Source: an optimization exercise on an open RTL-to-GDS flow (aim: small area and a short achievable clock period). Production flows keep margins and buffers that such runs may drop.
RTL that was checked went through simulation tests only; none was proved equivalent to the original.
For run 1, only the layout was checked, not whether the RTL still works.

## flow/design.v (module list and top-level ports; edited modules follow where they fit)
// module spac_rap: 425 lines
// module spac_pt: 431 lines
// module single_particle_acceptance_cut: 111 lines
module single_particle_acceptance_cut #(
	parameter int unsigned MOMENTUM_BITS = 24
) (
	input  wire logic                            clk,
	input  wire logic                            arst_n,
	input  wire logic                            start,
	output logic                                 busy,
	input  wire logic [23:0]                     energy,
	input  wire logic signed [MOMENTUM_BITS-1:0] mom_x,
	input  wire logic signed [MOMENTUM_BITS-1:0] mom_y,
	input  wire logic signed [MOMENTUM_BITS-1:0] mom_z,
	output logic                                 done,
	output logic                                 accept,
	output logic [1:0]                           reject_reason,
	output logic [4:0]                           rapidity_bin
);
  // ...
==> flow/flow/run.sh <==
#!/bin/bash
# Standard ORFS layout (the standard.sh, unchanged synthesis), with the
# resizer asked for more setup slack than the period needs, so that timing
# repair shortens the critical paths. Clock period and constraints unchanged.
cd "$(dirname "$0")/.."
MARGIN=$(cat flow/margin.txt 2>/dev/null || echo 5)
export SETUP_SLACK_MARGIN=$MARGIN
echo "setup slack margin $SETUP_SLACK_MARGIN" > run_flow.log
cp standard.sh standard_copy.sh.txt 2>/dev/null
bash standard.sh >> run_flow.log 2>&1
==> flow/flow/margin.txt <==
9.8
==> flow/standard.sh <==
#!/bin/bash
# synth_recipe.tcl (not shown) runs the flow's synth.tcl, then flattens the netlist and writes it again
# the make line also repeats each setting of config.mk as NAME=value (left out here)
make -C /OpenROAD-flow-scripts/flow DESIGN_CONFIG=/design/flow/config.mk WORK_HOME=/design/flow/orfs CLKGATE_MAP_FILE= SYNTH_SCRIPT=/design/flow/synth_recipe.tcl "${@:-finish}"
==> flow/config.mk <==
export PLATFORM = sky130hd
export DESIGN_NAME = single_particle_acceptance_cut
export DESIGN_NICKNAME = single_particle_acceptance_cut
export VERILOG_FILES = /design/flow/design.v
export SDC_FILE = /design/flow/constraint.sdc
export NUM_CORES = 4
export LEC_CHECK = 0
export ABC_CLOCK_PERIOD_IN_PS = 9000
export CAP_MARGIN = 20
export CORE_MARGIN = 2
export CORE_UTILIZATION = 40
export SLEW_MARGIN = 20
==> flow/constraint.sdc <==
create_clock -name core_clock -period 14.0 [get_ports {clk}]
set_input_delay 2.8000 -clock core_clock [delete_from_list [all_inputs] [get_ports {clk}]]
set_output_delay 2.8000 -clock core_clock [all_outputs]
set_load 0.01 [all_outputs]
==> flow_metrics.py, run 1 <==
metrics = {
    "setup_path": {
        "worstPathArrival_ps": 5910,
        "cp_slowest_cell": "fa_1",
        "crit-reg2reg-capture": "u_pt.lnz_s2$_DFF_P_",
        "rr_worst_depth": 20,
        "critical_path.max_stage_delay_ps": 560,
    },
    "floorplanning": {
        "die_y_um": 398,
        "die_area_um2": 158000,
    },
    "detailed_routing": {
        "routed_via_density": 5.09,
        "drc": 0,
        "first_iter_violations": 2306,
        "dr_wl_met3_um": 4600,
    },
    "yosys": {
        "synth_simple_gate_area_share_pct": 9.19,
        "async_flop_share_pct": 1.26,
        "synth.yosys.warnings": 3,
        "avgSynthCellArea_um2": 9.98,
        "synthTopCellsByCount": "dfxtp_1 (1171), inv_1 (787), nor2_1 (423), mux2i_1 (389), ha_1 (388)",
        "synth_cell_types": 106,
        "synth.most_common_cell": "dfxtp_1",
        "synth-seq-cells": 1186,
        "synth_compound_area_share_pct": 13.5,
        "synth_edf_count": 0,
    },
    "global_routing": {
        "grt_max_degree": 65,
        "met1_usage_pct": 21.6,
    },
    "cells_and_area": {
        "seq_area_um2": 23800,
        "final_cell_mix": "dfxtp_1 (1165), inv_1 (765), nor2_1 (417)",
        "inverters_excl_clock": 793,
        "multi_input_area_um2": 35500,
        "fin_nets": 7184,
        "area_delta_synth_final_pct": 15.3,
    },
    "sta": {
        "hold_viol": 0,
        "slew_viol_final": 0,
        "setup_viol_count_final": 0,
        "fin_crit_ps": 5270,
    },
    "run_status": {
        "status": "complete, no violations",
    },
    "cts": {
        "cts_root_buffer": "clkbuf_16",
        "h-tree-depth": 4,
    },
}
==> run 2: changes to the inputs <==
--- a/flow/design.v
+++ b/flow/design.v
@@ -524,29 +524,25 @@
 `default_nettype wire
 `default_nettype none
 module spac_pt (
 	input  wire logic        clk,
 	input  wire logic [23:0] mom_x,
 	input  wire logic [23:0] mom_y,
 	output logic [4:0]       cls_o
 );
-	logic [13:0] x_s1, y_s1;
-	logic        big_s1;
+	logic [12:0] ax, ay;
+	logic        sx, sy, big_s1;
 	always_ff @(posedge clk) begin
-		x_s1   <= mom_x[13:0];
-		y_s1   <= mom_y[13:0];
+		ax     <= mom_x[12:0] ^ {13{mom_x[13]}};
+		ay     <= mom_y[12:0] ^ {13{mom_y[13]}};
+		sx     <= mom_x[13];
+		sy     <= mom_y[13];
 		big_s1 <= !((&mom_x[23:13]) || !(|mom_x[23:13])) || !((&mom_y[23:13]) || !(|mom_y[23:13]));
 	end
-	logic [12:0] ax, ay;
-	logic        sx, sy;
-	assign sx = x_s1[13];
-	assign sy = y_s1[13];
-	assign ax = x_s1[12:0] ^ {13{sx}};
-	assign ay = y_s1[12:0] ^ {13{sy}};
 	logic t1, t2, t3, t4, t5, t6, t7, t8, t9, t10, t11, t12, t13, t14, t15, t16, t17, t18, t19, t20, t21, t22, t23, t24, t25, t26, t27, t28, t29, t30, t31, t32, t33, t34, t35, t36, t37, t38, t39, t40, t41, t42, t43, t44, t45, t46, t47, t48, t49, t50, t51, t52, t53, t54, t55, t56, t57, t58, t59, t60, t61, t62, t63, t64, t65, t66, t67, t68, t69, t70, t71, t72, t73, t74, t75, t76, t77, t78, t79, t80, t81, t82, t83, t84, t85, t86, t87, t88, t89, t90, t91, t92, t93, t94, t95, t96, t97, t98, t99, t100, t101, t102, t103, t104, t105, t106, t107, t108, t109, t110, t111, t112, t113, t114, t115, t116, t117, t118, t119, t120, t121, t122, t123, t124, t125, t126, t127, t128, t129, t130, t131, t132, t133, t134, t135, t136, t137, t138, t139, t140, t141, t142, t143, t144, t145, t146, t147, t148, t149, t150, t151, t152, t153, t154, t155, t156, t157, t158, t159, t160, t161, t162, t163, t164, t165, t166, t167, t168, t169, t170, t171, t172, t173, t174, t175, t176, t177, t178, t179, t180, t181, t182, t183, t184, t185, t186, t187, t188, t189, t190, t191, t192, t193, t194, t195, t196, t197, t198, t199, t200, t201, t202, t203, t204, t205, t206, t207, t208, t209, t210, t211, t212, t213, t214, t215, t216, t217, t218, t219, t220, t221, t222, t223, t224, t225, t226, t227, t228, t229, t230, t231, t232, t233, t234, t235, t236, t237, t238, t239, t240, t241, t242, t243, t244, t245, t246, t247, t248, t249, t250, t251, t252, t253, t254, t255, t256, t257, t258, t259, t260, t261, t262, t263, t264, t265, t266, t267, t268, t269, t270, t271, t272, t273, t274, t275, t276, t277, t278, t279, t280, t281, t282, t283, t284, t285, t286, t287, t288, t289, t290, t291, t292, t293, t294, t295, t296, t297, t298, t299, t300, t301, t302, t303, t304, t305, t306, t307, t308, t309, t310, t311, t312, t313, t314, t315, t316, t317, t318, t319, t320, t321, t322, t323, t324, t325, t326, t327, t328, t329, t330, t331, t332, t333, t334, t335, t336, t337, t338, t339, t340, t341, t342, t343, t344, t345, t346, t347, t348, t349, t350, t351, t352, t353, t354, t355, t356, t357, t358, t359, t360, t361, t362, t363, t364, t365, t366;
 	assign t1 = (ax[0] & ax[9]) ^ (ax[1] & ax[8]);
 	assign t2 = (ax[0] & ax[9]) & (ax[1] & ax[8]);
 	assign t3 = (ax[0] & ax[11]) ^ (ax[1] & ax[10]) ^ (ax[2] & ax[9]);
 	assign t4 = ((ax[0] & ax[11]) & (ax[1] & ax[10])) | ((ax[0] & ax[11]) & (ax[2] & ax[9])) | ((ax[1] & ax[10]) & (ax[2] & ax[9]));
 	assign t5 = (ax[3] & ax[8]) ^ (ax[4] & ax[7]);
 	assign t6 = (ax[3] & ax[8]) & (ax[4] & ax[7]);
 	assign t7 = (ax[0] & ax[12]) ^ (ax[1] & ax[11]) ^ (ax[2] & ax[10]);
@@ -904,57 +900,61 @@
 	assign t359 = t308 ^ t309 ^ t261;
 	assign t360 = (t308 & t309) | (t308 & t261) | (t309 & t261);
 	assign t361 = t310 ^ t311 ^ (ay[10] & ay[12]);
 	assign t362 = (t310 & t311) | (t310 & (ay[10] & ay[12])) | (t311 & (ay[10] & ay[12]));
 	assign t363 = t312 ^ t313 ^ ay[12];
 	assign t364 = (t312 & t313) | (t312 & ay[12]) | (t313 & ay[12]);
 	assign t365 = t314 ^ t266;
 	assign t366 = t314 & t266;
-	logic [13:0] l0_w, l1_w, lsum_w;
+	logic [7:0]  l0_w, l1_w, lsum_w;
 	logic        lc_w;
-	assign l0_w = {t340, t338, t336, t334, t332, t330, t328, t326, t324, t322, t320, t318, t316, t315};
-	assign l1_w = {t341, t339, t337, t335, t333, t331, t329, t327, t325, t323, t321, t319, t317, sy};
+	assign l0_w = {t328, t326, t324, t322, t320, t318, t316, t315};
+	assign l1_w = {t329, t327, t325, t323, t321, t319, t317, sy};
 	assign {lc_w, lsum_w} = {1'b0, l0_w} + {1'b0, l1_w};
-	logic [13:0] h0_s2, h1_s2;
+	logic [19:0] h0_s2, h1_s2;
 	logic        lc_s2, lnz_s2, big_s2;
 	always_ff @(posedge clk) begin
-		h0_s2  <= {1'b0, t366, t364, t362, t360, t358, t356, t354, t352, t350, t348, t346, t344, t342};
-		h1_s2  <= {1'b0, 1'b0, t365, t363, t361, t359, t357, t355, t353, t351, t349, t347, t345, t343};
+		h0_s2  <= {1'b0, t366, t364, t362, t360, t358, t356, t354, t352, t350, t348, t346, t344, t342, t340, t338, t336, t334, t332, t330};
+		h1_s2  <= {1'b0, 1'b0, t365, t363, t361, t359, t357, t355, t353, t351, t349, t347, t345, t343, t341, t339, t337, t335, t333, t331};
 		lc_s2  <= lc_w;
-		lnz_s2 <= (lsum_w != 14'd0);
+		lnz_s2 <= (lsum_w != 8'd0);
 		big_s2 <= big_s1;
 	end
+	logic [19:0] hs_w;
 	logic [13:0] hi_w;
-	assign hi_w = h0_s2 + h1_s2 + {13'd0, lc_s2};
+	logic        lnz_w;
+	assign hs_w  = h0_s2 + h1_s2 + {19'd0, lc_s2};
+	assign hi_w  = hs_w[19:6];
+	assign lnz_w = lnz_s2 | (hs_w[5:0] != 6'd0);
 	logic [4:0] cls_w;
 	always_comb begin
 		cls_w = 5'd0;
 		if (hi_w[13] | (hi_w[12] | (hi_w[11] | (hi_w[10] | (hi_w[9] | (hi_w[8] | (hi_w[7] | (hi_w[6] | (hi_w[5] | (hi_w[4] & (hi_w[3] & (hi_w[2] | (hi_w[1] | (hi_w[0] & 1'b1)))))))))))))) cls_w = 5'd1;
-		if ((hi_w[13] | (hi_w[12] | (hi_w[11] | (hi_w[10] | (hi_w[9] | (hi_w[8] | (hi_w[7] | (hi_w[6] | (hi_w[5] | (hi_w[4] & (hi_w[3] & (hi_w[2] | (hi_w[1] | (hi_w[0] & 1'b0)))))))))))))) | ((hi_w == 14'd25) & lnz_s2)) cls_w = 5'd2;
+		if ((hi_w[13] | (hi_w[12] | (hi_w[11] | (hi_w[10] | (hi_w[9] | (hi_w[8] | (hi_w[7] | (hi_w[6] | (hi_w[5] | (hi_w[4] & (hi_w[3] & (hi_w[2] | (hi_w[1] | (hi_w[0] & 1'b0)))))))))))))) | ((hi_w == 14'd25) & lnz_w)) cls_w = 5'd2;
 		if (hi_w[13] | (hi_w[12] | (hi_w[11] | (hi_w[10] | (hi_w[9] | (hi_w[8] | (hi_w[7] | (hi_w[6] & (hi_w[5] & (hi_w[4] | (hi_w[3] | (hi_w[2] & (hi_w[1] | (hi_w[0] | 1'b1)))))))))))))) cls_w = 5'd3;
-		if ((hi_w[13] | (hi_w[12] | (hi_w[11] | (hi_w[10] | (hi_w[9] | (hi_w[8] | (hi_w[7] | (hi_w[6] & (hi_w[5] & (hi_w[4] | (hi_w[3] | (hi_w[2] & (hi_w[1] | (hi_w[0] | 1'b0)))))))))))))) | ((hi_w == 14'd100) & lnz_s2)) cls_w = 5'd4;
+		if ((hi_w[13] | (hi_w[12] | (hi_w[11] | (hi_w[10] | (hi_w[9] | (hi_w[8] | (hi_w[7] | (hi_w[6] & (hi_w[5] & (hi_w[4] | (hi_w[3] | (hi_w[2] & (hi_w[1] | (hi_w[0] | 1'b0)))))))))))))) | ((hi_w == 14'd100) & lnz_w)) cls_w = 5'd4;
 		if (hi_w[13] | (hi_w[12] | (hi_w[11] | (hi_w[10] | (hi_w[9] | (hi_w[8] | (hi_w[7] & (hi_w[6] & (hi_w[5] & (hi_w[4] | (hi_w[3] | (hi_w[2] | (hi_w[1] | (hi_w[0] & 1'b1)))))))))))))) cls_w = 5'd5;
-		if ((hi_w[13] | (hi_w[12] | (hi_w[11] | (hi_w[10] | (hi_w[9] | (hi_w[8] | (hi_w[7] & (hi_w[6] & (hi_w[5] & (hi_w[4] | (hi_w[3] | (hi_w[2] | (hi_w[1] | (hi_w[0] & 1'b0)))))))))))))) | ((hi_w == 14'd225) & lnz_s2)) cls_w = 5'd6;
+		if ((hi_w[13] | (hi_w[12] | (hi_w[11] | (hi_w[10] | (hi_w[9] | (hi_w[8] | (hi_w[7] & (hi_w[6] & (hi_w[5] & (hi_w[4] | (hi_w[3] | (hi_w[2] | (hi_w[1] | (hi_w[0] & 1'b0)))))))))))))) | ((hi_w == 14'd225) & lnz_w)) cls_w = 5'd6;
 		if (hi_w[13] | (hi_w[12] | (hi_w[11] | (hi_w[10] | (hi_w[9] | (hi_w[8] & (hi_w[7] & (hi_w[6] | (hi_w[5] | (hi_w[4] & (hi_w[3] | (hi_w[2] | (hi_w[1] | (hi_w[0] | 1'b1)))))))))))))) cls_w = 5'd7;
-		if ((hi_w[13] | (hi_w[12] | (hi_w[11] | (hi_w[10] | (hi_w[9] | (hi_w[8] & (hi_w[7] & (hi_w[6] | (hi_w[5] | (hi_w[4] & (hi_w[3] | (hi_w[2] | (hi_w[1] | (hi_w[0] | 1'b0)))))))))))))) | ((hi_w == 14'd400) & lnz_s2)) cls_w = 5'd8;
+		if ((hi_w[13] | (hi_w[12] | (hi_w[11] | (hi_w[10] | (hi_w[9] | (hi_w[8] & (hi_w[7] & (hi_w[6] | (hi_w[5] | (hi_w[4] & (hi_w[3] | (hi_w[2] | (hi_w[1] | (hi_w[0] | 1'b0)))))))))))))) | ((hi_w == 14'd400) & lnz_w)) cls_w = 5'd8;
 		if (hi_w[13] | (hi_w[12] | (hi_w[11] | (hi_w[10] | (hi_w[9] & (hi_w[8] | (hi_w[7] | (hi_w[6] & (hi_w[5] & (hi_w[4] & (hi_w[3] | (hi_w[2] | (hi_w[1] | (hi_w[0] & 1'b1)))))))))))))) cls_w = 5'd9;
-		if ((hi_w[13] | (hi_w[12] | (hi_w[11] | (hi_w[10] | (hi_w[9] & (hi_w[8] | (hi_w[7] | (hi_w[6] & (hi_w[5] & (hi_w[4] & (hi_w[3] | (hi_w[2] | (hi_w[1] | (hi_w[0] & 1'b0)))))))))))))) | ((hi_w == 14'd625) & lnz_s2)) cls_w = 5'd10;
+		if ((hi_w[13] | (hi_w[12] | (hi_w[11] | (hi_w[10] | (hi_w[9] & (hi_w[8] | (hi_w[7] | (hi_w[6] & (hi_w[5] & (hi_w[4] & (hi_w[3] | (hi_w[2] | (hi_w[1] | (hi_w[0] & 1'b0)))))))))))))) | ((hi_w == 14'd625) & lnz_w)) cls_w = 5'd10;
 		if (hi_w[13] | (hi_w[12] | (hi_w[11] | (hi_w[10] | (hi_w[9] & (hi_w[8] & (hi_w[7] & (hi_w[6] | (hi_w[5] | (hi_w[4] | (hi_w[3] | (hi_w[2] & (hi_w[1] | (hi_w[0] | 1'b1)))))))))))))) cls_w = 5'd11;
-		if ((hi_w[13] | (hi_w[12] | (hi_w[11] | (hi_w[10] | (hi_w[9] & (hi_w[8] & (hi_w[7] & (hi_w[6] | (hi_w[5] | (hi_w[4] | (hi_w[3] | (hi_w[2] & (hi_w[1] | (hi_w[0] | 1'b0)))))))))))))) | ((hi_w == 14'd900) & lnz_s2)) cls_w = 5'd12;
+		if ((hi_w[13] | (hi_w[12] | (hi_w[11] | (hi_w[10] | (hi_w[9] & (hi_w[8] & (hi_w[7] & (hi_w[6] | (hi_w[5] | (hi_w[4] | (hi_w[3] | (hi_w[2] & (hi_w[1] | (hi_w[0] | 1'b0)))))))))))))) | ((hi_w == 14'd900) & lnz_w)) cls_w = 5'd12;
 		if (hi_w[13] | (hi_w[12] | (hi_w[11] | (hi_w[10] & (hi_w[9] | (hi_w[8] | (hi_w[7] & (hi_w[6] & (hi_w[5] | (hi_w[4] | (hi_w[3] & (hi_w[2] | (hi_w[1] | (hi_w[0] & 1'b1)))))))))))))) cls_w = 5'd13;
-		if ((hi_w[13] | (hi_w[12] | (hi_w[11] | (hi_w[10] & (hi_w[9] | (hi_w[8] | (hi_w[7] & (hi_w[6] & (hi_w[5] | (hi_w[4] | (hi_w[3] & (hi_w[2] | (hi_w[1] | (hi_w[0] & 1'b0)))))))))))))) | ((hi_w == 14'd1225) & lnz_s2)) cls_w = 5'd14;
+		if ((hi_w[13] | (hi_w[12] | (hi_w[11] | (hi_w[10] & (hi_w[9] | (hi_w[8] | (hi_w[7] & (hi_w[6] & (hi_w[5] | (hi_w[4] | (hi_w[3] & (hi_w[2] | (hi_w[1] | (hi_w[0] & 1'b0)))))))))))))) | ((hi_w == 14'd1225) & lnz_w)) cls_w = 5'd14;
 		if (hi_w[13] | (hi_w[12] | (hi_w[11] | (hi_w[10] & (hi_w[9] & (hi_w[8] | (hi_w[7] | (hi_w[6] & (hi_w[5] | (hi_w[4] | (hi_w[3] | (hi_w[2] | (hi_w[1] | (hi_w[0] | 1'b1)))))))))))))) cls_w = 5'd15;
-		if ((hi_w[13] | (hi_w[12] | (hi_w[11] | (hi_w[10] & (hi_w[9] & (hi_w[8] | (hi_w[7] | (hi_w[6] & (hi_w[5] | (hi_w[4] | (hi_w[3] | (hi_w[2] | (hi_w[1] | (hi_w[0] | 1'b0)))))))))))))) | ((hi_w == 14'd1600) & lnz_s2)) cls_w = 5'd16;
+		if ((hi_w[13] | (hi_w[12] | (hi_w[11] | (hi_w[10] & (hi_w[9] & (hi_w[8] | (hi_w[7] | (hi_w[6] & (hi_w[5] | (hi_w[4] | (hi_w[3] | (hi_w[2] | (hi_w[1] | (hi_w[0] | 1'b0)))))))))))))) | ((hi_w == 14'd1600) & lnz_w)) cls_w = 5'd16;
 		if (hi_w[13] | (hi_w[12] | (hi_w[11] | (hi_w[10] & (hi_w[9] & (hi_w[8] & (hi_w[7] & (hi_w[6] & (hi_w[5] & (hi_w[4] | (hi_w[3] & (hi_w[2] | (hi_w[1] | (hi_w[0] & 1'b1)))))))))))))) cls_w = 5'd17;
-		if ((hi_w[13] | (hi_w[12] | (hi_w[11] | (hi_w[10] & (hi_w[9] & (hi_w[8] & (hi_w[7] & (hi_w[6] & (hi_w[5] & (hi_w[4] | (hi_w[3] & (hi_w[2] | (hi_w[1] | (hi_w[0] & 1'b0)))))))))))))) | ((hi_w == 14'd2025) & lnz_s2)) cls_w = 5'd18;
+		if ((hi_w[13] | (hi_w[12] | (hi_w[11] | (hi_w[10] & (hi_w[9] & (hi_w[8] & (hi_w[7] & (hi_w[6] & (hi_w[5] & (hi_w[4] | (hi_w[3] & (hi_w[2] | (hi_w[1] | (hi_w[0] & 1'b0)))))))))))))) | ((hi_w == 14'd2025) & lnz_w)) cls_w = 5'd18;
 		if (hi_w[13] | (hi_w[12] | (hi_w[11] & (hi_w[10] | (hi_w[9] | (hi_w[8] & (hi_w[7] & (hi_w[6] & (hi_w[5] | (hi_w[4] | (hi_w[3] | (hi_w[2] & (hi_w[1] | (hi_w[0] | 1'b1)))))))))))))) cls_w = 5'd19;
-		if ((hi_w[13] | (hi_w[12] | (hi_w[11] & (hi_w[10] | (hi_w[9] | (hi_w[8] & (hi_w[7] & (hi_w[6] & (hi_w[5] | (hi_w[4] | (hi_w[3] | (hi_w[2] & (hi_w[1] | (hi_w[0] | 1'b0)))))))))))))) | ((hi_w == 14'd2500) & lnz_s2)) cls_w = 5'd20;
+		if ((hi_w[13] | (hi_w[12] | (hi_w[11] & (hi_w[10] | (hi_w[9] | (hi_w[8] & (hi_w[7] & (hi_w[6] & (hi_w[5] | (hi_w[4] | (hi_w[3] | (hi_w[2] & (hi_w[1] | (hi_w[0] | 1'b0)))))))))))))) | ((hi_w == 14'd2500) & lnz_w)) cls_w = 5'd20;
 		if (hi_w[13] | (hi_w[12] | (hi_w[11] & (hi_w[10] | (hi_w[9] & (hi_w[8] & (hi_w[7] & (hi_w[6] & (hi_w[5] | (hi_w[4] & (hi_w[3] | (hi_w[2] | (hi_w[1] | (hi_w[0] & 1'b1)))))))))))))) cls_w = 5'd21;
-		if ((hi_w[13] | (hi_w[12] | (hi_w[11] & (hi_w[10] | (hi_w[9] & (hi_w[8] & (hi_w[7] & (hi_w[6] & (hi_w[5] | (hi_w[4] & (hi_w[3] | (hi_w[2] | (hi_w[1] | (hi_w[0] & 1'b0)))))))))))))) | ((hi_w == 14'd3025) & lnz_s2)) cls_w = 5'd22;
+		if ((hi_w[13] | (hi_w[12] | (hi_w[11] & (hi_w[10] | (hi_w[9] & (hi_w[8] & (hi_w[7] & (hi_w[6] & (hi_w[5] | (hi_w[4] & (hi_w[3] | (hi_w[2] | (hi_w[1] | (hi_w[0] & 1'b0)))))))))))))) | ((hi_w == 14'd3025) & lnz_w)) cls_w = 5'd22;
 		if (big_s2) cls_w = 5'd22;
 	end
 	always_ff @(posedge clk) cls_o <= cls_w;
 endmodule
 `default_nettype wire
 `default_nettype none
 module single_particle_acceptance_cut #(
 	parameter int unsigned MOMENTUM_BITS = 24
==> run 2 against run 1 <==
Compared with the run above:
- first-iteration DRC count up 0.30%
- synthesized cell count is 1.4% lower
- cell area decreased by 0.53%
- via count decreased by 0.65%
- maximum frequency rose by 28%
- critical path depth is 19 lower
- still clean on timing, DRC and antenna
- critical endpoint is now done
- highest routed layer unchanged
==> flow_metrics.py, run 2 <==
metrics = {
    "run_status": {
        "status": "complete, no violations",
    },
    "setup_path": {
        "end_kind": "output pin",
        "required_ps": 11200,
        "startpoint_type": "flip-flop",
        "critical_path.max_stage_delay_ps": 350,
        "crit-reg2reg-capture": "u_rap.wsn_s8[6]$_DFF_P_",
        "r2r_start": "u_rap.wcn_s7[19]$_DFF_P_",
        "path_cells": "clkdlybuf4s15_1",
        "worstPathArrival_ps": 1330,
        "rr_worst_depth": 15,
        "cp_slowest_cell": "dfrtp_1",
        "cpLargestDelayFamily": "flip-flops",
        "reg2reg_slack_ps": 9910,
        "crit_fanout": 1,
        "worstSetupPathType": "reg2out",
        "path_buf_inv": 1,
    },
    "detailed_routing": {
        "routedWlPerCell_um": 16.9,
        "num_vias": 42787,
        "routed_via_density": 5.12,
        "ant_nets": 0,
        "first_pass_iters": 6,
        "finalWirelength_um": 142000,
        "drc": 0,
        "first_iter_violations": 2313,
    },
    "floorplanning": {
        "core_area_um2": 154000,
        "initial_utilization_pct": 40.4,
        "ioPinCount": 109,
        "die_y_um": 399,
        "die_area_um2": 159000,
        "num_rows": 144,
        "die_w_um": 399,
    },
    "global_routing": {
        "grt_pass1_wl_um": 229000,
        "track_usage_pct": 17.5,
        "grt_overflow": 0,
        "grt_antenna_before_repair": 3,
        "grt_max_degree": 65,
        "grt_pass1_vias": 43520,
    },
    "sta": {
        "post-route-period-util_pct": 29.5,
        "fin_crit_ps": 4130,
        "hold_viol": 0,
        "worst_pin_slew_ps": 1080,
        "rsz0062_at_grt": "true",
        "final.setup.tns_ps": 0,
        "relSlewSlack_pct": 27.7,
        "slew_viol_final": 0,
        "setup_viol_count_final": 0,
        "holdWs_ps": 309,
        "fmax_ghz": 0.242,
        "worst_slack_ps": 9870,
        "skew_ps": 40.0,
    },
    "cts": {
        "cts_buffer_depth": 3,
        "holdBufCountCts": 0,
        "insertion_delay_ps": 760,
        "clk_pin_slew_ps": 60,
        "cts_tree": "yes",
        "cts_sinks": 1198,
        "cts_root_buffer": "clkbuf_16",
        "cts_buffers": 135,
        "h-tree-depth": 4,
    },
    "yosys": {
        "synthCells": 6134,
        "synth_area_leaders": "dfxtp_1 (38%), fa_1 (12%), mux2i_1 (8.5%)",
        "ys.flop_type": "dfxtp_1",
        "async_flop_share_pct": 1.25,
        "synth_cell_types": 103,
        "syn_nets": 6971,
        "synth.yosys.warnings": 3,
        "synth_area_leader_cell": "dfxtp_1",
        "synthTopCellsByCount": "dfxtp_1 (1183), inv_1 (699), mux2i_1 (531), a21oi_1 (381), fa_1 (376)",
        "avgSynthCellArea_um2": 10.2,
        "synth-seq-cells": 1198,
        "synth_edf_count": 0,
        "ys_seq_area_share_pct": 38.6,
        "yosysTopAreaCellShare_pct": 38.0,
        "synth.most_common_cell": "dfxtp_1",
        "syn_area_um2": 62300,
    },
    "cells_and_area": {
        "seq_area_um2": 24100,
        "final_cell_mix": "dfxtp_1 (1168), inv_1 (695), mux2i_1 (517)",
        "fill_cells": 14343,
        "fin_util_pct": 46.1,
        "area_delta_synth_final_pct": 14.2,
        "drive_above_1_share_pct": 8.64,
        "final_common_cell": "dfxtp_1",
        "fin_nets": 7046,
        "multi_input_area_um2": 35400,
    },
    "placement": {
        "place.gp.congestion": 0.857,
        "portBuffers": 107,
        "hpwl_um": 106000,
        "pre_cts_slack_ps": 9000,
    },
    "worst_hold_path": {
        "hp-class": "reg2reg",
        "hp-start": "cls_d3[2]$_DFF_P_",
        "hold_depth": 0,
        "hold_end": "cls_d4[2]$_DFF_P_",
    },
    "flow_run": {
        "maxCapViolCount": 0,
    },
}
## run 2: changes by cell type after synthesis, sizes merged, moves of 22 or more
cell	previous run	this run
inv	788	700
ha	388	362
and2	21	138
a222oi	22	0
mux2i	389	531
mux2	111	49
o22ai	80	52
nor2	424	295
a221oi	38	10
or2	68	17
nand2	287	323
## run 2: timing repair
item                                    4_1_cts  5_1_grt
setup buffers                                11       14
pin swaps                                     5       20
gates resized for setup                      52      119
endpoints found under the setup margin      397      462
cloned                                        6        8
hold endpoints to repair                      0        0
## run 2: per-layer routing
layer,global-route usage [%],up-vias,wire length [um]
met2,31.8,789,72100
met1,21.2,20667,60600
met3,2.38,247,4660
met4,5.94,0,4180
li1,-,21084,-
met5,0,-,0
## run 2: area by class of cell
class	instances	share of cell area [%]
flip-flops and latches	1198	33.8
multi-input cells	3997	49.7
inverters	702	3.73
clock inverters	61	1.11
repair inverters	3	0.0281
diodes	1	0.00352
repair buffers	172	2.59
clock buffers	184	5.40
well taps	2044	3.59
## run 2: worst max-delay path by stage
| stage | depth (start not counted) | end | start | slack (ps) |
|---|---|---|---|---|
| after floorplan | 15 | u_rap.wsn_s8[21]$_DFF_P_ | u_rap.wcn_s7[19]$_DFF_P_ | 10020 |
| after global placement | 16 | u_rap.wsn_s9[9]$_DFF_P_ | u_rap.wcn_s8[19]$_DFF_P_ | 9080 |
| after detailed placement | 16 | u_rap.wsn_s9[9]$_DFF_P_ | u_rap.wcn_s8[19]$_DFF_P_ | 9000 |
| after CTS | 13 | u_rap.wsn_s7[24]$_DFF_P_ | u_rap.wcn_s6[19]$_DFF_P_ | 9780 |
| after global routing | 11 | u_rap.sqm_s6[1]$_SDFF_PP1_ | u_rap.dg_s5[2]$_DFF_P_ | 9740 |
| final | 1 | done | vld_q[14]$_DFF_PN0_ | 9870 |
## run 2: kinds of logic (layout without fill, tap and decap cells)
kind of cell               Yosys count  count (layout)  share of synthesized area [%]
xor gates and xnor gates           256             256                           3.60
other                                1               2                        0.00602
muxes                              616             617                           10.7
adders and majority gates          745             745                           19.5
AOI/OAI and AO/OA                 1219            1223                           12.7
buffers and inverters              944            1122                           5.83
DFF                               1198            1198                           38.6
and+or+nand+nor                   1155            1155                           9.06
## run 2: through the flow
step	cells	cell area (um^2)
finish	8362	71200
global route	8361	71200
CTS	8339	70400
detailed placement	8077	65300
global placement	8077	65300
floorplan	6134	62300
==> run 3: changes to the inputs <==
==> flow/flow/run.sh (replaced) <==
#!/bin/bash
# Standard ORFS layout (the standard.sh, unchanged synthesis), with the
# resizer asked for more setup slack than the period needs, so that timing
# repair shortens the critical paths, and the port buffers made with the
# plain buf_1 cell. Clock period and constraints unchanged.
cd "$(dirname "$0")/.."
MARGIN=$(cat flow/margin.txt 2>/dev/null || echo 5)
export SETUP_SLACK_MARGIN=$MARGIN
export BUFFER_PORTS_ARGS="-buffer_cell sky130_fd_sc_hd__buf_1"
echo "setup slack margin $SETUP_SLACK_MARGIN, port buffers: $BUFFER_PORTS_ARGS" > run_flow.log
bash standard.sh >> run_flow.log 2>&1
--- a/flow/config.mk
+++ b/flow/config.mk
@@ -11,2 +11,3 @@
 export CORE_UTILIZATION = 40
+export CTS_BUF_LIST = sky130_fd_sc_hd__clkbuf_4 sky130_fd_sc_hd__clkbuf_8
 export SLEW_MARGIN = 20
==> run 3 against run 2 <==
Compared with the run above:
- maximum frequency down 0.99%
- via count up 0.37%
==> flow_metrics.py, run 3 <==
metrics = {
    "floorplanning": {
        "ioPinCount": 109,
        "die_w_um": 399,
        "num_rows": 144,
        "die_area_um2": 159000,
        "initial_utilization_pct": 40.4,
        "core_area_um2": 154000,
        "die_y_um": 399,
    },
    "cts": {
        "cts_buffers": 199,
        "cts_tree": "yes",
        "h-tree-depth": 4,
        "clk_pin_slew_ps": 60,
        "holdBufCountCts": 0,
        "cts_sinks": 1198,
        "cts_buffer_depth": 3,
        "insertion_delay_ps": 900,
        "cts_root_buffer": "clkbuf_8",
    },
    "setup_path": {
        "cp_slowest_cell": "dfrtp_1",
        "worstPathArrival_ps": 1370,
        "startpoint": "vld_q[14]$_DFF_PN0_",
        "end_kind": "output pin",
        "worstSetupPathType": "reg2out",
        "crit_fanout": 1,
        "cpLargestDelayFamily": "flip-flops",
        "crit-reg2reg-capture": "u_pt.h1_s2[5]$_DFF_P_",
        "rr_worst_depth": 10,
        "reg2reg_slack_ps": 9960,
        "r2r_start": "u_pt.ax[9]$_DFF_P_",
        "critical_path.max_stage_delay_ps": 360,
        "path_buf_inv": 1,
        "startpoint_type": "flip-flop",
        "path_cells": "clkbuf_2",
        "required_ps": 11200,
    },
    "worst_hold_path": {
        "hp-class": "reg2reg",
        "hp-start": "cls_d9[3]$_DFF_P_",
        "hold_end": "cls_d10[3]$_DFF_P_",
        "hold_depth": 0,
    },
    "detailed_routing": {
        "num_vias": 42945,
        "routed_via_density": 5.06,
        "finalWirelength_um": 140000,
        "ant_nets": 0,
        "first_pass_iters": 6,
        "routedWlPerCell_um": 16.5,
        "first_iter_violations": 2288,
        "drc": 0,
    },
    "placement": {
        "hpwl_um": 104000,
        "place.gp.congestion": 0.862,
        "pre_cts_slack_ps": 8770,
        "portBuffers": 107,
    },
    "sta": {
        "slew_viol_final": 0,
        "hold_viol": 0,
        "final.setup.tns_ps": 0,
        "worst_pin_slew_ps": 1030,
        "rsz0062_at_grt": "true",
        "fmax_ghz": 0.240,
        "skew_ps": 33.0,
        "relSlewSlack_pct": 31.0,
        "fin_crit_ps": 4170,
        "post-route-period-util_pct": 29.8,
        "setup_viol_count_final": 0,
        "worst_slack_ps": 9830,
    },
    "cells_and_area": {
        "final_cell_mix": "dfxtp_1 (1165), inv_1 (695), mux2i_1 (525)",
        "fill_cells": 14405,
        "seq_area_um2": 24100,
        "drive_above_1_share_pct": 10.8,
        "fin_nets": 7112,
        "area_delta_synth_final_pct": 13.0,
        "final_common_cell": "dfxtp_1",
        "multi_input_area_um2": 35400,
    },
    "yosys": {
        "synth_cell_types": 103,
        "ys.flop_type": "dfxtp_1",
        "avgSynthCellArea_um2": 10.2,
        "synth.most_common_cell": "dfxtp_1",
        "synth-seq-cells": 1198,
        "yosysTopAreaCellShare_pct": 38.0,
        "synth_edf_count": 0,
        "synth.yosys.warnings": 3,
        "ys_seq_area_share_pct": 38.6,
        "synth_area_leader_cell": "dfxtp_1",
        "syn_area_um2": 62300,
        "synth_area_leaders": "dfxtp_1 (38%), fa_1 (12%), mux2i_1 (8.5%)",
        "syn_nets": 6971,
        "synthCells": 6134,
        "async_flop_share_pct": 1.25,
        "synthTopCellsByCount": "dfxtp_1 (1183), inv_1 (699), mux2i_1 (531), a21oi_1 (381), fa_1 (376)",
    },
    "global_routing": {
        "grt_antenna_before_repair": 2,
        "grt_pass1_vias": 43373,
        "grt_overflow": 0,
        "track_usage_pct": 17.4,
        "grt_pass1_wl_um": 227000,
        "grt_max_degree": 65,
    },
    "flow_run": {
        "maxCapViolCount": 0,
    },
    "run_status": {
        "status": "complete, no violations",
    },
}
==> run 3: worst max path at each step <==
stage | endpoint | slack [ps] | cells past startpoint
global placement | u_rap.wsn_s6[21]$_DFF_P_ | 8880 | 15
floorplan | u_rap.wsn_s8[21]$_DFF_P_ | 10020 | 15
detailed placement | u_rap.wsn_s6[16]$_DFF_P_ | 8770 | 15
CTS | done | 9720 | 1
finish | done | 9830 | 1
global route | done | 9730 | 1
==> run 3: layer usage <==
metal / track usage (%) / vias to the layer above / part of all wire (%)
met5: 0 / - / 0
met4: 6.10 / 0 / 2.8
met1: 21.1 / 20610 / 43
met2: 31.2 / 840 / 51
met3: 2.67 / 251 / 3.5
li1: - / 21244 / -
==> run 3: per-stage QoR <==
| stage | area, um^2 | hold WS, ps | utilization, % | cells |
|---|---|---|---|---|
| after floorplan | 62300 | 310 | - | 6134 |
| after global placement | 64700 | 310 | 41.9 | 8079 |
| after detailed placement | 64700 | 312 | 41.9 | 8079 |
| after CTS | 69700 | 310 | 45.1 | 8460 |
| after global routing | 70400 | 323 | 45.6 | 8482 |
| final | 70400 | 313 | 45.6 | 8484 |
==> run 3: repair_timing <==
| item | CTS | global route |
|---|---|---|
| pin swaps | 4 | 11 |
| resized for setup | 51 | 117 |
| gates cloned | 7 | 5 |
| endpoints found under the setup margin | 402 | 408 |
| buffers inserted | 11 | 15 |
| hold endpoints to repair | 0 | 0 |
==> run 3: cells by family after synthesis <==
logic type	synth area share (%)
compound gates	12.7
flops	38.6
simple gates	9.06
buf+inv	5.83
fa+ha+maj	19.5
mux	10.7
xor+xnor	3.60
other cells	0.00602
==> run 3: cell type report <==
| class | count | share of cell area (%) |
|---|---|---|
| Inverter | 702 | 3.77 |
| Antenna cell | 3 | 0.0107 |
| Sequential cell | 1198 | 34.2 |
| Tap cell | 2044 | 3.63 |
| Timing Repair Buffer | 172 | 1.58 |
| Timing Repair inverter | 4 | 0.0391 |
| Clock buffer | 306 | 5.48 |
| Clock inverter | 57 | 1.07 |
| Multi-Input combinational cell | 3998 | 50.2 |
==> run 4: changes to the inputs <==
==> flow/flow/margin.txt (replaced) <==
10.2
--- a/flow/config.mk
+++ b/flow/config.mk
@@ -11,3 +11,2 @@
 export CORE_UTILIZATION = 40
-export CTS_BUF_LIST = sky130_fd_sc_hd__clkbuf_4 sky130_fd_sc_hd__clkbuf_8
 export SLEW_MARGIN = 20
==> run 4 against run 3 <==
Compared with the run above:
- non-clock buffer count increased by 144
- cell area increased by 5.2%
- die area unchanged
- maximum frequency increased by 3.7%
- hold slack got worse by 11 ps
- first-iteration DRC count decreased by 2.4%
- count of clock-buffer cells in the layout decreased by 123
- sequential share of layout area decreased by 1.6 points
==> flow_metrics.py, run 4 <==
metrics = {
    "run_status": {
        "status": "complete, no violations",
    },
    "sta": {
        "rsz0062_at_grt": "true",
        "hold_viol": 0,
        "skew_ps": 38.2,
        "post-route-period-util_pct": 28.7,
        "final.setup.tns_ps": 0,
        "setup_viol_count_final": 0,
        "fin_crit_ps": 4020,
        "fmax_ghz": 0.249,
        "slew_viol_final": 0,
        "worst_pin_slew_ps": 915,
        "relSlewSlack_pct": 38.5,
    },
    "yosys": {
        "syn_area_um2": 62300,
        "async_flop_share_pct": 1.25,
        "synth_compound_area_share_pct": 12.7,
        "ys.flop_type": "dfxtp_1",
        "synth_simple_gate_area_share_pct": 9.06,
        "synth_edf_count": 0,
        "ys_seq_area_share_pct": 38.6,
        "syn_nets": 6971,
        "synth_area_leader_cell": "dfxtp_1",
        "synthMuxAreaShare_pct": 10.7,
        "synth.yosys.warnings": 3,
        "synthXorXnorAreaFrac_pct": 3.60,
        "synth_adder_area_share_pct": 19.5,
        "yosysTopAreaCellShare_pct": 38.0,
        "synth_cell_types": 103,
        "synth-seq-cells": 1198,
        "synth.most_common_cell": "dfxtp_1",
        "synthCells": 6134,
        "synthTopCellsByCount": "dfxtp_1 (1183), inv_1 (699), mux2i_1 (531), a21oi_1 (381), fa_1 (376)",
        "synth_top_family_by_area": "adder cells",
        "avgSynthCellArea_um2": 10.2,
        "synth_area_leaders": "dfxtp_1 (38%), fa_1 (12%), mux2i_1 (8.5%)",
    },
    "cells_and_area": {
        "fill_cells": 14016,
        "diodes": 0,
        "fin_nets": 7193,
        "drive_above_1_share_pct": 15.2,
        "area_delta_synth_final_pct": 18.8,
        "final_common_cell": "dfxtp_1",
        "fin_util_pct": 48.0,
        "final_cell_mix": "dfxtp_1 (1134), inv_1 (682), mux2i_1 (436)",
    },
    "detailed_routing": {
        "ant_nets": 0,
        "wirelength_met1_um": 61400,
        "first_iter_violations": 2234,
        "finalWirelength_um": 147000,
        "routed-wl-met2_um": 76300,
        "highest_layer": "met4",
        "routed_via_density": 5.13,
        "drc": 0,
        "dr_wl_met3_um": 4890,
        "routedWlPerCell_um": 17.2,
        "num_vias": 43643,
        "first_pass_iters": 6,
    },
    "global_routing": {
        "grt_pass1_vias": 44123,
        "track_usage_pct": 18.0,
        "grt_max_degree": 65,
        "grt_pass1_wl_um": 233000,
        "grt_overflow": 0,
        "grt_antenna_before_repair": 4,
    },
    "cts": {
        "cts_buffer_depth": 3,
        "cts_buffers": 133,
        "cts_sinks": 1198,
        "insertion_delay_ps": 760,
        "h-tree-depth": 4,
        "clk_pin_slew_ps": 60,
        "cts_tree": "yes",
        "cts_root_buffer": "clkbuf_16",
    },
    "flow_run": {
        "maxCapViolCount": 0,
    },
    "setup_path": {
        "startpoint_type": "flip-flop",
        "required_ps": 11200,
        "r2r_start": "u_rap.wsn_s5[19]$_DFF_P_",
        "crit-reg2reg-capture": "u_rap.wsn_s6[21]$_DFF_P_",
        "worstPathArrival_ps": 1220,
        "path_cells": "buf_1",
        "crit_path_end": "done",
        "crit_cells": 1,
        "worstSetupPathType": "reg2out",
        "reg2reg_slack_ps": 10100,
        "startpoint": "vld_q[14]$_DFF_PN0_",
        "rr_worst_depth": 14,
        "cp_slowest_cell": "dfrtp_1",
        "end_kind": "output pin",
        "cpLargestDelayFamily": "flip-flops",
        "critical_path.max_stage_delay_ps": 360,
        "crit_fanout": 1,
        "path_buf_inv": 1,
    },
    "placement": {
        "place.gp.congestion": 0.853,
        "portBuffers": 107,
        "hpwl_um": 105000,
    },
    "worst_hold_path": {
        "hp-class": "reg2reg",
        "hp-start": "cls_d1[4]$_DFF_P_",
    },
    "floorplanning": {
        "die_w_um": 399,
        "ioPinCount": 109,
        "die_y_um": 399,
        "num_rows": 144,
        "core_area_um2": 154000,
        "die_area_um2": 159000,
        "initial_utilization_pct": 40.4,
    },
}
run 4: cells by family after synthesis:
logic type / after synthesis
adders and majority gates: 745
and+or+nand+nor: 1155
AOI/OAI and AO/OA: 1219
other: 1
muxes: 616
xor gates and xnor gates: 256
DFF: 1198
buffers and inverters: 944
run 4: layout make-up:
type	instances	area, um^2	area share [%]
Multi-Input combinational cell	3998	37200	50.2
Sequential cell	1198	24100	32.6
Clock buffer	183	3840	5.18
Timing Repair Buffer	316	2680	3.62
Inverter	702	2680	3.62
Tap cell	2044	2560	3.45
Clock inverter	60	905	1.22
Timing Repair inverter	7	52.6	0.0709
run 4: routing by layer:
metal / vias to the layer above / GRT usage, %
met4: 0 / 5.61
met3: 248 / 2.44
met2: 891 / 33.0
met1: 21117 / 21.5
met5: - / 0
li1: 21387 / -
run 4: worst min path at each step:
stage / to / slack [ps] / cells after the start
global route: cls_d2[4]$_DFF_P_ / 310 / 0
floorplan: cls_d10[0]$_DFF_P_ / 310 / 0
global placement: u_rap.kin_s2$_DFF_P_ / 310 / 0
detailed placement: cls_d3[0]$_DFF_P_ / 310 / 0
finish: cls_d2[4]$_DFF_P_ / 300 / 0
CTS: cls_d2[4]$_DFF_P_ / 300 / 0
run 4: repair_timing:
action                     4_1_cts  5_1_grt
pin swaps                       62      144
setup endpoints to repair      561      512
hold buffers                     0        0
cloned                          23        8
buffers inserted                58       96
gates resized for setup        247      339
run 4: metrics by stage:
| stage | area [um^2] | setup WS (ps) | hold slack, ps | instances |
|---|---|---|---|---|
| after global routing | 74100 | 9910 | 311 | 8508 |
| after floorplan | 62400 | 10160 | 310 | 6134 |
| after global placement | 64700 | 8830 | 310 | 8079 |
| after detailed placement | 64700 | 8750 | 312 | 8080 |
| after CTS | 71400 | 9910 | 303 | 8404 |
| final | 74100 | 9980 | 302 | 8508 |
==> run 5: changes to the inputs <==
==> flow/flow/margin.txt (replaced) <==
9.6
==> run 5 against run 4 <==
Compared with the run above:
- register-to-register slack worse by 240 ps
- sequential share of layout area up 1.8 points
- utilization down 2.7 points
- critical path type is now reg2reg
- cell area down 5.6%
==> flow_metrics.py, run 5 <==
metrics = {
    "run_status": {
        "status": "complete, no violations",
    },
    "floorplanning": {
        "initial_utilization_pct": 40.4,
        "die_area_um2": 159000,
        "core_area_um2": 154000,
        "die_w_um": 399,
        "num_rows": 144,
        "die_y_um": 399,
        "ioPinCount": 109,
    },
    "setup_path": {
        "worstSetupPathType": "reg2reg",
        "critical_path.max_stage_delay_ps": 500,
        "worstPathArrival_ps": 4760,
        "startpoint_type": "flip-flop",
        "cp_slowest_cell": "fa_1",
        "r2r_start": "u_rap.wcn_s7[19]$_DFF_P_",
        "path_cells": "inv_1 -> ha_1 -> fa_1 -> a21o_1 -> a21oi_4 -> xnor2_2 -> o31ai_1 -> a31oi_1 -> a31oi_1 -> o41ai_4 -> o21ai_2 -> buf_4 -> mux2i_1 -> mux2i_1 -> fa_1",
        "rr_worst_depth": 15,
        "crit_fanout": 23,
        "startpoint": "u_rap.wcn_s7[19]$_DFF_P_",
        "required_ps": 14620,
        "end_kind": "flip-flop",
    },
    "sta": {
        "holdWs_ps": 311,
        "hold_viol": 0,
        "relSlewSlack_pct": 26.0,
        "post-route-period-util_pct": 29.6,
        "fmax_ghz": 0.241,
        "slew_viol_final": 0,
        "fin_crit_ps": 4140,
        "worst_pin_slew_ps": 1100,
        "rsz0062_at_grt": "true",
        "skew_ps": 30.4,
        "final.setup.tns_ps": 0,
        "setup_viol_count_final": 0,
    },
    "global_routing": {
        "grt_pass1_wl_um": 225000,
        "grt_pass1_vias": 42764,
        "track_usage_pct": 17.2,
        "grt_overflow": 0,
        "grt_antenna_before_repair": 1,
        "grt_max_degree": 65,
    },
    "yosys": {
        "synth_top_family_by_area": "adder cells",
        "syn_nets": 6971,
        "synth_area_leaders": "dfxtp_1 (38%), fa_1 (12%), mux2i_1 (8.5%)",
        "synth_edf_count": 0,
        "synth_simple_gate_area_share_pct": 9.06,
        "synthXorXnorAreaFrac_pct": 3.60,
        "synth_area_leader_cell": "dfxtp_1",
        "synth.most_common_cell": "dfxtp_1",
        "ys.flop_type": "dfxtp_1",
        "async_flop_share_pct": 1.25,
        "synth_adder_area_share_pct": 19.5,
        "synth_cell_types": 103,
        "synth.yosys.warnings": 3,
        "synth-seq-cells": 1198,
        "synth_compound_area_share_pct": 12.7,
        "synthCells": 6134,
        "avgSynthCellArea_um2": 10.2,
        "yosysTopAreaCellShare_pct": 38.0,
        "syn_area_um2": 62300,
        "synthMuxAreaShare_pct": 10.7,
        "synthTopCellsByCount": "dfxtp_1 (1183), inv_1 (699), mux2i_1 (531), a21oi_1 (381), fa_1 (376)",
        "ys_seq_area_share_pct": 38.6,
    },
    "detailed_routing": {
        "first_pass_iters": 6,
        "first_iter_violations": 2454,
        "drc": 0,
        "finalWirelength_um": 139000,
        "routed_via_density": 5.10,
        "num_vias": 42543,
        "ant_nets": 0,
        "routedWlPerCell_um": 16.6,
    },
    "worst_hold_path": {
        "hold_depth": 0,
        "hp-class": "reg2reg",
        "hp-start": "cls_d1[1]$_DFF_P_",
    },
    "placement": {
        "portBuffers": 107,
        "place.gp.congestion": 0.862,
        "hpwl_um": 104000,
        "place_area_um2": 64700,
    },
    "cells_and_area": {
        "fill_cells": 14376,
        "area_delta_synth_final_pct": 12.1,
        "final_cell_mix": "dfxtp_1 (1180), inv_1 (697), mux2i_1 (528)",
        "drive_above_1_share_pct": 7.50,
        "design_area_um2": 69900,
        "final_common_cell": "dfxtp_1",
        "fin_nets": 7032,
    },
    "cts": {
        "cts_root_buffer": "clkbuf_16",
        "h-tree-depth": 4,
        "cts_sinks": 1198,
        "cts_buffer_depth": 3,
        "holdBufCountCts": 0,
        "cts_tree": "yes",
        "clk_pin_slew_ps": 60,
        "cts_buffers": 134,
        "insertion_delay_ps": 760,
    },
    "flow_run": {
        "maxCapViolCount": 0,
    },
}
run 5: changes by cell type in the layout (fill, tap and decap cells not counted), sizes merged, moves of 2 or more:
cell	change
diode	+2
buf	-146
clkinv	+5
clkinvlp	-6
bufbuf	-2
bufinv	-6
clkbuf	-11
run 5: critical path, delay by kind of cell (launching register included):
kind	cells	cell delay, ps
AO/OA/AOI/OAI	7	1430
adder cells (fa/ha/maj)	3	1150
multiplexers	2	540
flip-flops	1	350
buffers and inverters	2	310
XOR/XNOR	1	190
run 5: area by class of cell:
cell class	count	area (um^2)	share of cell area [%]
clock buffers	179	3840	5.49
repair buffers	161	970	1.39
clock inverters	59	736	1.05
well taps	2044	2560	3.66
flip-flops and latches	1198	24100	34.4
repair inverters	2	12.5	0.0179
diodes	2	5.00	0.00716
multi-input cells	3996	35100	50.2
inverters	702	2650	3.79
run 5: timing repair:
item	CTS	global route
cloned	4	4
setup endpoints to repair	277	309
pin swaps	2	5
setup buffers	7	7
gates resized for setup	19	49
run 5: worst paths after layout:
check                                           to  slack, ps
setup / recovery           u_rap.wsn_s8[6]$_DFF_P_       9860
min in group asynchronous       vld_q[1]$_DFF_PN0_       2100
setup reg to reg           u_rap.wsn_s8[6]$_DFF_P_       9860
max in group asynchronous       vld_q[0]$_DFF_PN0_      11420
hold reg to reg                  cls_d2[1]$_DFF_P_        310
hold / removal                   cls_d2[1]$_DFF_P_        310
run 5: routing by layer:
metal	global-route usage (%)	routed length, um	vias to the layer above
met5	0	0	-
li1	-	-	21032
met4	5.42	3430	0
met1	21.1	59900	20458
met2	30.9	70300	839
met3	2.60	4920	214
run 5: cells by family after synthesis:
kind of cell | Yosys count
flip-flops | 1198
other | 1
AND/OR/NAND/NOR | 1155
buffers and inverters | 944
AO/OA/AOI/OAI | 1219
adder cells (fa/ha/maj) | 745
multiplexers | 616
XOR/XNOR | 256
run 5: stage by stage:
step                      setup WS, ps  utilization, %  std cells
final                             9860            45.3       8343
after global placement            8880            41.9       8079
after global routing              9570            45.3       8341
after detailed placement          8770            41.9       8079
after CTS                         9470            45.0       8328
after floorplan                  10020               -       6134
==> run 6: changes to the inputs <==
==> flow/flow/margin.txt (replaced) <==
9.8
==> run 6 against run 5 <==
Compared with the run above:
- still clean on timing, DRC and antenna
- hold slack better by 0.57 ps
- global-route usage rose by 0.10 points
- flip-flop and latch count stayed put
- count of clock-buffer cells in the layout is the same
- via count grew 0.12%
- die area stayed put
- routed wire length up 0.88%
- register-to-register slack better by 80 ps
- cell area is 0.70% higher
- non-clock buffer count grew 9
- critical endpoint is now u_rap.wsn_s8[5]$_DFF_P_
==> flow_metrics.py, run 6 <==
metrics = {
    "placement": {
        "pre_cts_slack_ps": 8770,
        "portBuffers": 107,
        "place_area_um2": 64700,
        "place.gp.congestion": 0.862,
        "hpwl_um": 104000,
    },
    "detailed_routing": {
        "finalWirelength_um": 140000,
        "first_iter_violations": 2267,
        "num_vias": 42593,
        "routed_via_density": 5.10,
        "ant_nets": 0,
        "routedWlPerCell_um": 16.7,
        "first_pass_iters": 6,
        "drc": 0,
    },
    "setup_path": {
        "required_ps": 14610,
        "crit-reg2reg-capture": "u_rap.wsn_s8[5]$_DFF_P_",
        "startpoint_type": "flip-flop",
        "reg2reg_slack_ps": 9940,
        "worstSetupPathType": "reg2reg",
        "startpoint": "u_rap.wcn_s7[19]$_DFF_P_",
        "end_kind": "flip-flop",
        "crit_fanout": 23,
        "rr_worst_depth": 15,
        "r2r_start": "u_rap.wcn_s7[19]$_DFF_P_",
        "worstPathArrival_ps": 4670,
    },
    "yosys": {
        "avgSynthCellArea_um2": 10.2,
        "synth.yosys.warnings": 3,
        "synth_area_leader_cell": "dfxtp_1",
        "ys_seq_area_share_pct": 38.6,
        "yosysTopAreaCellShare_pct": 38.0,
        "syn_nets": 6971,
        "synth-seq-cells": 1198,
        "syn_area_um2": 62300,
        "synth_area_leaders": "dfxtp_1 (38%), fa_1 (12%), mux2i_1 (8.5%)",
        "synth.most_common_cell": "dfxtp_1",
        "synthCells": 6134,
        "synth_edf_count": 0,
        "ys.flop_type": "dfxtp_1",
        "async_flop_share_pct": 1.25,
        "synthTopCellsByCount": "dfxtp_1 (1183), inv_1 (699), mux2i_1 (531), a21oi_1 (381), fa_1 (376)",
        "synth_cell_types": 103,
    },
    "cts": {
        "cts_sinks": 1198,
        "cts_root_buffer": "clkbuf_16",
        "cts_buffer_depth": 3,
        "cts_buffers": 134,
        "h-tree-depth": 4,
        "insertion_delay_ps": 760,
        "cts_tree": "yes",
        "clk_pin_slew_ps": 60,
    },
    "floorplanning": {
        "num_rows": 144,
        "die_area_um2": 159000,
        "die_w_um": 399,
        "core_area_um2": 154000,
        "initial_utilization_pct": 40.4,
        "ioPinCount": 109,
        "die_y_um": 399,
    },
    "sta": {
        "rsz0062_at_grt": "true",
        "slew_viol_final": 0,
        "hold_viol": 0,
        "fin_crit_ps": 4060,
        "worst_pin_slew_ps": 1030,
        "skew_ps": 31.6,
        "post-route-period-util_pct": 29.0,
        "setup_viol_count_final": 0,
        "final.setup.tns_ps": 0,
        "worst_slack_ps": 9940,
        "relSlewSlack_pct": 31.0,
        "fmax_ghz": 0.246,
    },
    "worst_hold_path": {
        "hp-class": "reg2reg",
        "hold_end": "cls_d2[1]$_DFF_P_",
        "hold_depth": 0,
        "hp-start": "cls_d1[1]$_DFF_P_",
    },
    "global_routing": {
        "grt_overflow": 0,
        "track_usage_pct": 17.3,
        "grt_pass1_wl_um": 226000,
        "grt_pass1_vias": 42862,
        "grt_max_degree": 65,
        "grt_antenna_before_repair": 1,
    },
    "cells_and_area": {
        "fin_nets": 7046,
        "final_common_cell": "dfxtp_1",
        "final_cell_mix": "dfxtp_1 (1170), inv_1 (695), mux2i_1 (517)",
        "drive_above_1_share_pct": 8.68,
        "area_delta_synth_final_pct": 12.9,
        "design_area_um2": 70400,
    },
    "flow_run": {
        "maxCapViolCount": 0,
    },
    "run_status": {
        "status": "complete, no violations",
    },
}
[run 6: cell counts after synthesis]
Identical to the previous run, type by type.
[run 6: cell families after synthesis]
family / Yosys count / share of synthesized area [%]
simple gates: 1155 / 9.06
other cells: 1 / 0.00602
mux: 616 / 10.7
buf+inv: 944 / 5.83
flops: 1198 / 38.6
xor+xnor: 256 / 3.60
compound gates: 1219 / 12.7
fa+ha+maj: 745 / 19.5
[run 6: what timing repair did]
| item | CTS | global route |
|---|---|---|
| pin swaps | 4 | 12 |
| endpoints found under the setup margin | 392 | 430 |
| hold endpoints to repair | 0 | 0 |
| gates resized for setup | 37 | 122 |
| buffers inserted | 13 | 11 |
| hold buffers | 0 | 0 |
| cloned | 7 | 6 |
[run 6: critical path, stage by stage (launching register included)]
cell and delay, ps:
dfxtp_1 350, inv_1 50, ha_1 230, fa_2 430
a21o_1 200, a21oi_4 220, xnor2_4 180, o31ai_1 130
a31oi_1 180, a31oi_1 150, o41ai_4 510, o21ai_2 120
buf_8 200, mux2i_2 220, mux2i_1 280, fa_1 440
[run 6: layer usage]
layer	share of wire (%)	vias to the layer above	GRT usage, %
li1	-	21058	-
met2	51	843	31.2
met1	43	20467	21.1
met5	0	-	0
met3	3.5	225	2.60
met4	2.6	0	5.38
[run 6: cell type report]
class / count / area (um^2)
diodes: 2 / 5.00
repair inverters: 5 / 32.5
clock buffers: 179 / 3840
clock inverters: 59 / 736
inverters: 702 / 2660
well taps: 2044 / 2560
multi-input cells: 3998 / 35400
fillers: 14337 / 84000
flip-flops and latches: 1198 / 24100
repair buffers: 170 / 1080
[run 6: worst max path at each step]
| stage | to | depth (start not counted) |
|---|---|---|
| final | u_rap.wsn_s8[5]$_DFF_P_ | 15 |
| after global routing | u_rap.wsn_s9[10]$_DFF_P_ | 16 |
| after CTS | u_rap.wsn_s3[22]$_DFF_P_ | 13 |
| after detailed placement | u_rap.wsn_s6[16]$_DFF_P_ | 15 |
| after global placement | u_rap.wsn_s6[21]$_DFF_P_ | 15 |
| after floorplan | u_rap.wsn_s8[21]$_DFF_P_ | 15 |
[run 6: per-stage QoR]
stage	util (%)	hold slack, ps	std cells
3_3_place_gp	41.9	310	8079
3_5_place_dp	41.9	312	8079
2_1_floorplan	-	310	6134
6_report	45.6	312	8357
4_1_cts	45.1	314	8337
5_1_grt	45.6	318	8355
==> run 7: changes to the inputs <==
==> flow/flow/margin.txt (replaced) <==
10.0
--- a/flow/config.mk
+++ b/flow/config.mk
@@ -7,2 +7,3 @@
 export LEC_CHECK = 0
+export ABC_AREA = 1
 export ABC_CLOCK_PERIOD_IN_PS = 9000
==> run 7 against run 6 <==
Compared with the run above:
- maximum frequency up 0.31%
- flip-flop and latch count unchanged
- first-iteration DRC count up 48%
- register-to-register slack better by 160 ps
- largest cell class unchanged
- highest routed layer unchanged
==> flow_metrics.py, run 7 <==
metrics = {
    "placement": {
        "placedCellCount": 9510,
        "place_area_um2": 64200,
        "hpwl_um": 112000,
        "portBuffers": 107,
        "place.gp.congestion": 0.888,
    },
    "cells_and_area": {
        "finalNonFillerCells": 9920,
        "final_common_cell": "nand2_1",
        "diodes": 0,
        "multi_input_area_um2": 33200,
        "fin_nets": 8609,
        "drive_above_1_share_pct": 10.1,
        "seq_area_um2": 24100,
        "design_area_um2": 71800,
        "final_cell_mix": "nand2_1 (1628), inv_1 (1302), dfxtp_1 (1150)",
        "area_delta_synth_final_pct": 16.0,
        "fill_cells": 14779,
    },
    "yosys": {
        "synth_area_leaders": "dfxtp_1 (38%), fa_1 (12%), nand2_1 (10%)",
        "syn_nets": 8377,
        "synth_cell_types": 83,
        "synth_edf_count": 0,
        "ys.flop_type": "dfxtp_1",
        "synth-seq-cells": 1198,
        "synth_area_leader_cell": "dfxtp_1",
        "async_flop_share_pct": 1.25,
        "synthCells": 7540,
        "synth.yosys.warnings": 3,
        "syn_area_um2": 61900,
        "avgSynthCellArea_um2": 8.21,
        "yosysTopAreaCellShare_pct": 38.2,
        "synth.most_common_cell": "nand2_1",
        "synthTopCellsByCount": "nand2_1 (1674), inv_1 (1319), dfxtp_1 (1183), o21ai_0 (676), nor2_1 (394)",
        "ys_seq_area_share_pct": 38.8,
    },
    "global_routing": {
        "grt_antenna_before_repair": 0,
        "grt_pass1_wl_um": 246000,
        "grt_max_degree": 73,
        "grt_overflow": 0,
        "track_usage_pct": 19.0,
        "grt_pass1_vias": 47643,
    },
    "run_status": {
        "status": "complete, no violations",
    },
    "cts": {
        "cts_root_buffer": "clkbuf_16",
        "cts_buffer_depth": 3,
        "h-tree-depth": 4,
        "cts_buffers": 134,
        "clk_pin_slew_ps": 60,
        "cts_sinks": 1198,
        "insertion_delay_ps": 780,
        "cts_tree": "yes",
    },
    "setup_path": {
        "worstPathArrival_ps": 1250,
        "crit_fanout": 1,
        "critical_path.max_stage_delay_ps": 360,
        "path_buf_inv": 1,
        "startpoint_type": "flip-flop",
        "worstSetupPathType": "reg2out",
        "cpLargestDelayFamily": "flip-flops",
        "required_ps": 11200,
        "cp_slowest_cell": "dfrtp_1",
        "end_kind": "output pin",
        "path_cells": "clkbuf_2",
        "crit_cells": 1,
        "rr_worst_depth": 20,
    },
    "floorplanning": {
        "num_rows": 144,
        "die_y_um": 397,
        "die_area_um2": 158000,
        "core_area_um2": 154000,
        "die_w_um": 397,
        "initial_utilization_pct": 40.2,
        "ioPinCount": 109,
    },
    "sta": {
        "worst_pin_slew_ps": 1060,
        "slew_viol_final": 0,
        "relSlewSlack_pct": 28.9,
        "post-route-period-util_pct": 28.9,
        "final.setup.tns_ps": 0,
        "skew_ps": 56.7,
        "fin_crit_ps": 4050,
        "holdWs_ps": 293,
        "fmax_ghz": 0.247,
        "rsz0062_at_grt": "true",
        "hold_viol": 0,
        "setup_viol_count_final": 0,
    },
    "detailed_routing": {
        "num_vias": 47984,
        "first_iter_violations": 3363,
        "ant_nets": 0,
        "drc": 0,
        "routedWlPerCell_um": 15.5,
        "finalWirelength_um": 154000,
        "routed_via_density": 4.84,
        "first_pass_iters": 8,
    },
    "worst_hold_path": {
        "hp-class": "reg2reg",
        "hold_depth": 0,
    },
    "flow_run": {
        "maxCapViolCount": 0,
    },
}
[run 7: changes by cell type after synthesis, sizes merged, moves of 50 or more]
cell,change
nand2b,-59
xor2,+110
mux2i,-494
nand3,+89
o21ai,+553
inv,+650
clkbuf,-51
nor2,+109
nand2,+1366
a21oi,-71
xnor2,-136
a21o,-76
a211oi,-50
and2,-133
[run 7: cells by family after synthesis]
family | Yosys count | synth area share [%]
and+or+nand+nor | 2443 | 16.0
buffers and inverters | 1557 | 9.63
AOI/OAI and AO/OA | 1329 | 11.9
DFF | 1198 | 38.8
adders and majority gates | 739 | 19.5
xor gates and xnor gates | 230 | 3.38
muxes | 43 | 0.707
other | 1 | 0.00606
[run 7: through the flow]
stage | setup WS [ps] | util (%)
final | 9950 | 46.7
after global routing | 9890 | 46.7
after CTS | 9890 | 45.5
after detailed placement | 8730 | 41.7
after global placement | 8950 | 41.7
after floorplan | 10040 | -
[run 7: layer usage]
layer	part of all wire (%)	GRT usage [%]
met4	3.1	6.36
met1	44	24.1
met3	4.0	2.49
met2	49	33.2
met5	0	0
[run 7: worst reg2reg max path, stage by stage (launching register included)]
cell and delay [ps]:
dfxtp_4 360, inv_2 50, ha_4 160, fa_2 360, nand3_2 100, nand3_4 110
a21oi_2 160, o21bai_1 100, xnor2_1 200, inv_1 120, a21oi_4 150, buf_12 160
clkinv_16 70, a2111oi_4 370, o21ai_4 150, nand2_8 180, buf_12 160, nand2_2 50
nand2_1 90, mux2i_2 220, fa_1 450
[run 7: area by class of cell]
cell class / instances / share of cell area, %
multi-input combinational: 4796 / 46.2
timing repair inverter: 15 / 0.181
clock buffer: 188 / 5.37
sequential: 1198 / 33.6
inverter: 1353 / 7.32
tap: 2044 / 3.56
clock inverter: 52 / 1.08
timing repair buffer: 274 / 2.74
[run 7: timing repair]
| item | 4_1_cts | 5_1_grt |
|---|---|---|
| setup buffers | 48 | 85 |
| pin swaps | 17 | 81 |
| hold endpoints to repair | 0 | 0 |
| hold buffers | 0 | 0 |
| gates resized for setup | 226 | 333 |
| cloned | 20 | 17 |
| endpoints found under the setup margin | 532 | 533 |
[run 7: path summary, 6_finish.rpt]
path	startpoint	endpoint	slack [ps]
worst max register to register	u_rap.wcn_s9[19]$_DFF_P_	u_rap.wsn_s10[6]$_DFF_P_	10100
worst min register to register	u_pt.big_s1$_DFF_P_	u_pt.big_s2$_DFF_P_	290
worst max-delay path	vld_q[14]$_DFF_PN0_	done	9950
min in group asynchronous	arst_n	vld_q[14]$_DFF_PN0_	2080
max in group asynchronous	arst_n	vld_q[5]$_DFF_PN0_	11420
worst min-delay path	u_pt.big_s1$_DFF_P_	u_pt.big_s2$_DFF_P_	290

[re-timing with driven ports]
The flow's constraints put no driver on any port. The routed layouts listed below were extracted and timed again, unchanged, in two steps.
Step 1 sets driving cells, clkbuf_16 on the clock port and buf_2 on the other inputs (assumed; they add their load-dependent delay and slew).
Step 2 times the ports against the registers' clock, not the clock port: input delays grow and output delays shrink by t, the midpoint of the rising clock arrivals with the driver on.
Three values: no drivers, after step 1, after step 2; two values: the first two.
run	shift t [ns]	setup slack, ns	worst setup path after step 2	worst register clock-pin slew, ns
run 1	0.822	8.734 / 8.734 / 8.734	register to register	0.06 / 0.06
run 2	0.826	9.872 / 9.793 / 9.341	input to register	0.07 / 0.07
run 3	0.954	9.831 / 9.761 / 9.956	register to register	0.07 / 0.07
run 4	0.821	9.980 / 9.903 / 9.763	input to register	0.06 / 0.06
run 5	0.823	9.856 / 9.856 / 9.856	register to register	0.06 / 0.06
run 6	0.826	9.940 / 9.894 / 9.940	register to register	0.06 / 0.06
run 7	0.825	9.952 / 9.879 / 9.401	input to register	0.06 / 0.06
After both steps setup and hold are still met in every run listed. The setup slack of run 7, which loses most, moves by -0.073 ns with the drivers and by -0.551 ns with both steps.
